Context: an optimization exercise on an open-source flow, tuned for a short achievable clock period and few clock cycles. The choices shown serve that exercise and are no tape-out recipe. Function was checked by simulation only, so behaviour that the tests miss may differ from the original. No activity file was given, so power comes from the tool's default toggle rates.

## design.v

```verilog
`timescale 1ns/10ps
module cpu_top (
  input  logic        clk,
  input  logic        rst,
  output logic [31:0] mem_addr,
  output logic [31:0] mem_wdata,
  output logic        mem_rw,
  output logic        mem_mov,
  input  logic [31:0] mem_rdata,
  input  logic        mem_moc,
  output logic        halted
);
  localparam logic [2:0] S_FETCH = 3'd0;   
  localparam logic [2:0] S_MEMA  = 3'd1;   
  localparam logic [2:0] S_MEMW  = 3'd2;   
  localparam logic [2:0] S_EXA   = 3'd3;   
  localparam logic [2:0] S_EXB   = 3'd4;   
  localparam logic [2:0] S_HALT  = 3'd5;
  logic [2:0]  state;
  logic [31:0] mar, wdr, ir, pc4, mdr;
  logic [31:0] regs [15];
  logic [31:0] opa, opb;
  logic [1:0]  aluop;
  logic        setz, z;
  logic        mov, rw, hlt;
  logic        ex1, ex2, ldw;
  assign mem_addr  = mar;
  assign mem_wdata = wdr;
  assign mem_rw    = rw;
  assign mem_mov   = mov;
  assign halted    = hlt;
  logic f_b5, f_b3, f_b2, f_rd15, f_alu, f_movi, f_take, f_cont;
  assign f_b5   = mem_rdata[29];
  assign f_b3   = mem_rdata[27];
  assign f_b2   = mem_rdata[26];
  assign f_rd15 = &mem_rdata[23:20];
  assign f_alu  = !f_b5 && !f_b3 && !f_b2;
  assign f_movi = !f_b5 && !f_b3 && f_b2;
  assign f_take = (f_b5 && !f_b3 && (f_b2 ^ z)) || (f_movi && f_rd15);
  assign f_cont = !f_b3 && !(f_alu && f_rd15);
  logic [3:0]  rd, rn, rm;
  logic [15:0] imm;
  logic        i_movi, i_str, i_ldr, rd15;
  assign rd     = ir[23:20];
  assign rn     = ir[19:16];
  assign rm     = ir[15:12];
  assign imm    = ir[15:0];
  assign i_movi = ir[26] && !ir[27];
  assign i_str  = ir[27] && ir[26];
  assign i_ldr  = ir[27] && !ir[26];
  assign rd15   = &rd;
  logic [31:0] ra, rb, rdv;
  assign ra  = (rn == 4'd15) ? pc4 : regs[rn];
  assign rb  = (rm == 4'd15) ? pc4 : regs[rm];
  assign rdv = (rd == 4'd15) ? pc4 : regs[rd];
  logic [31:0] res;
  always_comb begin
    case (aluop)
      2'd0: res = opa + opb;
      2'd1: res = opa - opb;
      2'd2: res = opa & opb;
      default: res = opa | opb;
    endcase
  end
  logic        we;
  logic [31:0] wd;
  assign we = (ex2 || ldw) && !rd15;
  assign wd = ldw ? mdr : res;
  always_ff @(posedge clk) begin
    if (rst) begin
      for (int i = 0; i < 15; i++) regs[i] <= '0;
    end else if (we) begin
      for (int i = 0; i < 15; i++) if (rd == 4'(i)) regs[i] <= wd;
    end
  end
  always_ff @(posedge clk) begin
    mdr <= mem_rdata;
    if (ex1) begin
      opa   <= i_movi ? 32'd0 : ra;
      opb   <= i_movi ? {16'd0, imm} : rb;
      aluop <= i_movi ? 2'd3 : ir[25:24];
      setz  <= !i_movi;
    end
  end
  always_ff @(posedge clk) begin
    if (rst) begin
      z   <= 1'b0;
      ex1 <= 1'b0;
      ex2 <= 1'b0;
      ldw <= 1'b0;
    end else begin
      ex1 <= (state == S_FETCH) && mem_moc && !mem_rdata[27] && !mem_rdata[29];
      ex2 <= ex1;
      ldw <= (state == S_MEMW) && mem_moc && i_ldr;
      if (ex2 && setz) z <= (res == 32'd0);
    end
  end
  always_ff @(posedge clk) begin
    if (state == S_FETCH) pc4 <= mar + 32'd4;
    if (state == S_FETCH && mem_moc) ir <= mem_rdata;
  end
  always_ff @(posedge clk) begin
    if (rst) begin
      state <= S_FETCH;
      mov   <= 1'b1;
      rw    <= 1'b0;
      mar   <= 32'd0;
      hlt   <= 1'b0;
    end else begin
      case (state)
        S_FETCH: if (mem_moc) begin
          mov <= f_cont;
          mar <= f_take ? {16'd0, mem_rdata[15:0]} : pc4;
          if (f_cont) state <= S_FETCH;
          else if (f_b5) begin state <= S_HALT; hlt <= 1'b1; end
          else if (f_b3) state <= S_MEMA;
          else state <= S_EXA;
        end
        S_MEMA: begin
          mov   <= 1'b1;
          rw    <= i_str;
          mar   <= ra + {16'd0, imm};
          wdr   <= rdv;
          state <= S_MEMW;
        end
        S_MEMW: if (mem_moc) begin
          rw    <= 1'b0;
          mar   <= (i_ldr && rd15) ? mem_rdata : pc4;
          state <= S_FETCH;
        end
        S_EXA: state <= S_EXB;
        S_EXB: begin
          mov   <= 1'b1;
          mar   <= res;
          state <= S_FETCH;
        end
        default: ;
      endcase
    end
  end
endmodule
```

## run.sh

```bash
#!/bin/bash
# synth_recipe.tcl (not shown) runs the flow's synth.tcl, then flattens the netlist and writes it again
# the make line also repeats each setting of config.mk as NAME=value (left out here)
make -C /OpenROAD-flow-scripts/flow DESIGN_CONFIG=/design/flow/config.mk WORK_HOME=/design/flow/orfs CLKGATE_MAP_FILE= SYNTH_SCRIPT=/design/flow/synth_recipe.tcl finish
```

## config.mk

```make
export PLATFORM = sky130hd
export DESIGN_NAME = cpu_top
export DESIGN_NICKNAME = cpu_top
export VERILOG_FILES = /design/flow/design.v
export SDC_FILE = /design/flow/constraint.sdc
export NUM_CORES = 4
export LEC_CHECK = 0
export CAP_MARGIN = 20
export CORE_MARGIN = 2
export CORE_UTILIZATION = 40
export SLEW_MARGIN = 20
```

## constraint.sdc

```tcl
create_clock -name core_clock -period 8.5 [get_ports {clk}]
set_input_delay 1.7000 -clock core_clock [delete_from_list [all_inputs] [get_ports {clk}]]
set_output_delay 1.7000 -clock core_clock [all_outputs]
set_load 0.01 [all_outputs]
```

==> run notes <==
layer usage:
layer,vias to the layer above,routed length [µm],part of all wire
li1,18060,-,-
met5,-,67,0.00033
met2,3788,81270,0.40
met3,1024,31420,0.15
met4,8,15410,0.076
met1,20520,75430,0.37
kinds of logic (layout without fill, tap and decap cells):
kind of cell               count (synthesis)  count (layout)
muxes                                     86              86
DFF                                      713             713
xor gates and xnor gates                 104             104
and+or+nand+nor                         1823            1823
other                                      0               6
adders and majority gates                 77              77
buffers and inverters                    460             407
AOI/OAI and AO/OA                       1667            1667
flip-flops by register name (all words and copies together) (netlist names):
signal and flops:
hlt 1, wdr 32, ldw 1, rw 1, setz 1, aluop 2, z 1, mdr 32
pc4 32, ir 28, mov 1, opb 32, ex1 1, ex2 1, opa 32, mar 32
state 3, regs 480
placed cells by master (no fill, tap or decap), types with 51 or more instances in the layout:
cell,count
edfxtp_1,159
dfxtp_1,552
ha_1,51
a21oi_1,612
a211oi_1,96
a22o_1,78
o21ai_0,97
clkbuf_16,81
nand4_1,98
buf_4,130
nand2_1,937
o22ai_1,70
xnor2_1,59
nand3_1,98
a222oi_1,54
a22oi_1,356
a221oi_1,84
clkdlybuf4s50_1,100
nor2_1,358
critical path: stages, from the launching register on:
cell and delay, ns:
edfxtp_1 0.36, buf_4 0.57, nand2b_1 0.55, nor2_2 0.05
buf_4 0.28, a222oi_1 0.39, nand3_1 0.19, o22ai_1 0.44
nand2_1 0.18, ha_1 0.34, a211oi_1 0.34, o211ai_1 0.19
a41o_1 0.32, a221o_1 0.34, a21boi_0 0.49, nand4b_1 0.39
nor2_1 0.10, xnor2_1 0.14, a221oi_1 0.27, o31ai_1 0.09
cell type report:
cell class	instances	area [µm²]
inverters	36	135.1
diodes	6	15.01
well taps	1287	1610
clock inverters	31	350.3
repair buffers	232	2012
fillers	9647	53780
multi-input cells	3757	22400
flip-flops and latches	713	15870
clock buffers	108	2248
power by group:
part | total, mW | internal (mW) | switching (mW) | leakage (nW)
Sequential | 3.71 | 3.56 | 0.154 | 6.02
Clock | 3.58 | 2.06 | 1.52 | 1.28
Combinational | 1.05 | 0.290 | 0.758 | 7.44
Total | 8.34 | 5.91 | 2.43 | 14.7
worst paths after layout:
kind                                     startpoint              endpoint  slack, ns  cells past startpoint
worst min register to register  mar[0]$_SDFFE_PP0P_      pc4[0]$_DFFE_PN_       0.47                      0
worst max register to register     ir[19]$_DFFE_PP_  mar[29]$_SDFFE_PP0P_       2.29                     19
worst min-delay path            mar[0]$_SDFFE_PP0P_      pc4[0]$_DFFE_PN_       0.47                      0
worst max-delay path               ir[19]$_DFFE_PP_  mar[29]$_SDFFE_PP0P_       2.29                     19
through the flow:
| step | cells | instance area (µm²) | worst slack, ns |
|---|---|---|---|
| final | 6170 | 44640 | 2.286 |
| after global routing | 6164 | 44630 | 1.949 |
| after CTS | 6164 | 44620 | 2.529 |
| after detailed placement | 6025 | 42020 | 2.563 |
| after global placement | 6024 | 42010 | 2.648 |
| after floorplan | 4930 | 39680 | 3.758 |
==> implementation parameters <==
Parameter                              Value

Outcome
  Outcome ... finished clean

Synth
  Dominant cells by area after synthesis ... dfxtp_1 (28%), edfxtp_1 (12%), nand2_1 (9.0%), a21oi_1 (7.7%), a22oi_1 (6.7%)
  Post-synthesis average cell area ... 8.048 µm²
  Combinational family with the most area after synthesis ... compound AO/OA/AOI/OAI gates
  Area leader, netlist ... dfxtp_1
  Flops & latches, synth ... 713
  Post-synthesis instance total ... 4,930
  Most common cell in the netlist ... nand2_1
  Distinct cell type count after synthesis ... 103
  Post-synthesis compound-gate area fraction ... 0.2799
  Fraction of the mapped netlist area in adder cells ... 0.02315
  Top-area cell type share of the netlist area ... 0.2795
  Part of the Yosys area used for sequential elements ... 0.3999
  Synth Flop Type ... dfxtp_1
  Post-synthesis xor/xnor area fraction ... 0.02296
  Async SR Flop Fraction ... 0
  Simple-gate share of the synthesized area ... 0.2032
  Top cells by count, synth ... nand2_1 (951), a21oi_1 (613), dfxtp_1 (554)
  Number of flops mapped to enable cells by yosys ... 159
  Number of warnings reported in the yosys synthesis log ... 2
  Cell area after synthesis ... 0.03968 mm²
  Multiplexer fraction of the synthesized cell area ... 0.02334
  Syn nets ... 5,018

Global routing
  Antenna violations before repair ... 10
  Met3 layer usage reported by global route ... 0.1591
  Global routing usage summed across all routing layers ... 0.3829
  First-pass GRT wire length ... 287,400 µm
  Global routing's busiest layer ... met2
  Via count of the first global-routing pass ... 39,590
  Global route total overflow ... 0
  Fraction of met2 tracks used by global routing ... 0.5389
  GR Util met1 ... 0.4847
  Maximum number of pins on one net before global-route repair ... approximately 230

Critical path
  Path type of the worst setup path ... reg2reg
  Required time at the endpoint of the critical path ... roughly 9.0 ns
  Data arrival time at the worst-slack endpoint ... approximately 6.7 ns
  Critical-path maximum fanout ... 63
  Category of the worst setup path capture point ... flip-flop
  Nature of the critical path startpoint ... flip-flop

Detailed routing
  DRC Markers ... 0
  Post-detailed-route wirelength per cell ... 33.00 µm
  Drt first pass iters ... 12
  DR vias/cell ... ~7
  Total length of routed wires ... 203,600 µm
  Iteration-0 DRC Markers ... 9,333
  Antenna-violating nets left ... 0
  Vias after detailed routing ... 43,400

STA
  Worst clock skew ... 0.02711 ns
  Worst hold slack ... 0.4705 ns
  Achievable Freq ... 0.1609 GHz
  Min cycle time layout ... roughly 6.2 ns
  Final total negative setup slack ... 0 ns
  Setup violations, final ... 0
  Final period util ... 0.7311
  Rel. slew slack ... 0.1867
  RSZ-0062 raised after global routing ... false
  Worst Tran Pin Value ... 1.216 ns
  Number of max-slew violations in the final report ... 0
  Final hold violation count ... 0

CTS
  TritonCTS clock tree ... yes
  Clk sink count ... slightly above 700
  H-Tree Depth ... 3
  Number of buffers between clock root and the deepest sink ... 3
  Post-CTS setup buffer count ... 0
  Worst skew pair latency ... around 0.66 ns
  PostCTS Resize Cnt ... 0
  Clock slew seen by the registers of the worst setup and hold paths ... 0.07 ns
  Hold Buf Count CTS ... 0
  Root Buffer Master ... clkbuf_16
  CTS buffer count ... 78

Place
  Count of input and output buffers ... just over 100
  Final weighted congestion in routability-driven placement ... 1.000
  HPWL after detailed placement ... 124,900 µm

Finish
  Final core utilization ... 0.4536
  Layout cell share with drive strength beyond 1 ... 0.08058
  Nets ... just under 5,000
  Layout-stage area growth over the synthesis result ... 12.51%

Floorplanning
  Initial core utilization ... 0.4031
  Core Region ... 0.09842 mm²
  Number of I/O pins ... 102
  Area of the die ... 0.1017 mm²
  Die extent in y ... 318.9 µm
  Cell Rows ... 115
  Overall die width ... 318.9 µm

Power
  Static leakage ... around 15 nW
  Overall power after layout ... about 8.3 mW
  Worst IR Drop VDD ... 0.0001271 V
  Power Dens Cells ... 186.9 mW/mm²

Job
  Number of maximum-capacitance constraint violations ... 0

Min path
  Worst hold path class ... reg2reg
Testbench counts, summed over its fixed seeds: cycles 152,083.

separate check: timing with driven ports:
The results above use ideal ports. As a check the final layout listed here was re-extracted and re-timed, cells and wires unchanged.
Step 1: set_driving_cell puts a clkbuf_16 on clk and a buf_2 on each other input, an assumption about the parent block.
Step 2 adds t to the input delays and takes it off the output delays; t is the mean of the earliest and latest rising clock arrival at the registers after step 1. Input paths then give back, and output paths get back, about the clock's delay inside the block.
Three values: no drivers, after step 1, after step 2; two values: the first two.
shift t [ns]: 0.720
slack for setup (ns): 2.286 / 2.286 / 2.286
worst hold slack (ns): 0.470 / 0.470 / 0.470
slew at the worst register clock pin (ns): 0.07 / 0.07
pins driven straight from the clock port: 1
After both steps this run still meets setup and hold. For this run, drivers alone change the setup slack by 0.000 ns; drivers and shift together by 0.000 ns.
